This is an optimization exercise on Yosys and OpenROAD, whose aim is a short achievable clock period and few clock cycles, not a production implementation.
In this exercise RTL edits were held to simulation tests only and were not proved equivalent to the original.
No activity file was given, so power comes from the tool's default toggle rates.

## axi_write_responder
module axi_write_responder #(
    parameter int DATA_WIDTH = 32,
    parameter int MEM_DEPTH  = 64
) (
    input  logic                         ACLK,
    input  logic                         RESETn,
    input  logic [3:0]                   AWID,
    input  logic [31:0]                  AWADDR,
    input  logic [3:0]                   AWLEN,
    input  logic [2:0]                   AWSIZE,
    input  logic [1:0]                   AWBURST,
    input  logic                         AWVALID,
    output logic                         AWREADY,
    input  logic [3:0]                   WID,
    input  logic [DATA_WIDTH-1:0]        WDATA,
    input  logic [DATA_WIDTH/8-1:0]      WSTRB,
    input  logic                         WLAST,
    input  logic                         WVALID,
    output logic                         WREADY,
    output logic [3:0]                   BID,
    output logic [1:0]                   BRESP,
    output logic                         BVALID,
    input  logic                         BREADY,
    input  logic [$clog2(MEM_DEPTH)-1:0] dbg_addr,
    output logic [DATA_WIDTH-1:0]        dbg_rdata
);
clock: 6.0 ns
lec_check: 0
cap_margin: 20
core_margin: 2
core_utilization: 45
place_density: 0.6
setup_slack_margin: 3.5
slew_margin: 20
synth_hierarchical: 1
standard.sh (not shown) runs the stock make flow with config.mk's settings and CLKGATE_MAP_FILE= SYNTH_SCRIPT=/design/flow/synth_recipe.tcl, a recipe that flattens the netlist after the stock synthesis.
==> flow/flow/run.sh <==
#!/bin/bash
# Own layout flow: the standard ORFS flow (standard.sh), with two changes that only affect
# how the combinational logic is sized:
#  1. cells that only add delay (delay gates, low-power and delay clock buffers/inverters) are
#     kept out of the logic, so synthesis and timing repair cannot pick them;
#  2. after floorplan, the small gates of the debug-read tree get drive-4 cells (upsize.tcl),
#     before placement, so placement and repair start from stronger gates.
# Registers, power grid, tap cells and every other step are the standard flow's.
# Each tool's full output goes to its own log file in this folder (ORFS also keeps its own
# per-step logs under orfs/logs/).
set -euo pipefail
here=$(pwd)
export DONT_USE_CELLS="sky130_fd_sc_hd__dlygate* sky130_fd_sc_hd__clkdlybuf* sky130_fd_sc_hd__dlymetal* sky130_fd_sc_hd__clkinvlp*"
res="$here/orfs/results/$FLOW_PLATFORM/axi_write_responder/base"
bash standard.sh floorplan > "$here/log_1_floorplan.log" 2>&1
printf 'read_db %s\nsource %s\nwrite_db %s\n' "$res/2_floorplan.odb" "$here/flow/upsize.tcl" "$res/2_floorplan.odb" > "$here/upsize_run.tcl"
openroad -no_init -exit "$here/upsize_run.tcl" > "$here/log_2_upsize.log" 2>&1
bash standard.sh finish > "$here/log_3_finish.log" 2>&1
==> flow/flow/upsize.tcl <==
# Give the small gates of the debug-read tree more drive before placement: every nand2, nor2,
# nand3, a22oi, o22ai and inverter of drive 0, 1 or 2 becomes the drive-4 cell of the same
# function (same pins). Registers and all other cells are left as synthesis made them.
set db [ord::get_db]
set block [ord::get_db_block]
set n 0
foreach inst [$block getInsts] {
  set m [[$inst getMaster] getName]
  if {[regexp {^(sky130_fd_sc_hd__(?:nand2|nor2|nand3|a22oi|o22ai|inv))_[012]$} $m -> base]} {
    set new [$db findMaster ${base}_4]
    if {$new ne "NULL" && $new ne ""} {
      $inst swapMaster $new
      incr n
    }
  }
}
puts "upsized $n instances"
The first run went through all stages and came out clean.
Testbench counts at the start, summed over its fixed seeds: cycles 8,907.
Change:
--- a/flow/flow/run.sh
+++ b/flow/flow/run.sh
@@ -2,2 +2,2 @@
-# Own layout flow: the standard ORFS flow (standard.sh), with two changes that only affect
-# how the combinational logic is sized:
+# Own layout flow: the standard ORFS flow (standard.sh), with changes that only affect
+# which cells make up the combinational logic and port buffers:
@@ -6 +6,3 @@
-#  2. after floorplan, the small gates of the debug-read tree get drive-4 cells (upsize.tcl),
+#  2. the port buffers that global placement inserts (every input and output still gets one)
+#     are plain buffers (buf_4) rather than the delay buffer buffer_ports picks by default;
+#  3. after floorplan, the small gates of the debug-read tree get stronger cells (upsize.tcl),
@@ -13,0 +16 @@
+export BUFFER_PORTS_ARGS="-buffer_cell sky130_fd_sc_hd__buf_4"
==> flow/flow/upsize.tcl (replaced) <==
# Give the small gates of the debug-read tree more drive before placement: every nand2, nor2,
# nand3, nand4, a22oi, o22ai and inverter of drive 0, 1 or 2 becomes the drive-4 cell of the
# same function, and every mux2i of drive 0 or 1 the drive-2 cell (same pins). Registers and
# all other cells are left as synthesis made them.
set db [ord::get_db]
set block [ord::get_db_block]
set n 0
foreach inst [$block getInsts] {
  set m [[$inst getMaster] getName]
  if {[regexp {^(sky130_fd_sc_hd__(?:nand2|nor2|nand3|nand4|a22oi|o22ai|inv))_[012]$} $m -> base]} {
    set new [$db findMaster ${base}_4]
    if {$new ne "NULL" && $new ne ""} { $inst swapMaster $new; incr n }
  } elseif {[regexp {^(sky130_fd_sc_hd__mux2i)_[01]$} $m -> base]} {
    set new [$db findMaster ${base}_2]
    if {$new ne "NULL" && $new ne ""} { $inst swapMaster $new; incr n }
  }
}
puts "upsized $n instances"
Result: Synthesized area stays the same. Total power is higher slightly. Hold slack is worse by 0.34 ns.

separate check: timing with driven ports:
The flow's constraints put no driver on any port. The routed layouts listed below were extracted and timed again, unchanged, in two steps. Step 1 (the two cells are an assumption about what drives the block):
set clk [get_ports {ACLK}]
set_driving_cell -lib_cell sky130_fd_sc_hd__clkbuf_16 $clk
set_driving_cell -lib_cell sky130_fd_sc_hd__buf_2 [delete_from_list [all_inputs] $clk]
Step 2 times the ports against the registers' clock, not the clock port: input delays grow and output delays shrink by t, the midpoint of the rising clock arrivals with the driver on. a / b / c = ideal ports / drivers / drivers and shift; a / b = the first two.
| run | t (ns) | setup slack, ns | latest minus earliest clock arrival (ns) | worst register clock-pin slew, ns | pins driven straight from the clock port |
|---|---|---|---|---|---|
| the first run | 0.987 | 1.735 / 1.529 / 1.529 | 0.063 / 0.063 | 0.08 / 0.08 | 1 |
| the second run | 0.954 | 1.664 / 1.478 / 1.478 | 0.043 / 0.043 | 0.08 / 0.08 | 1 |
After both steps setup and hold are still met in every run listed. The setup slack of the first run, which loses most, moves by -0.206 ns with the drivers and by -0.206 ns with both steps.
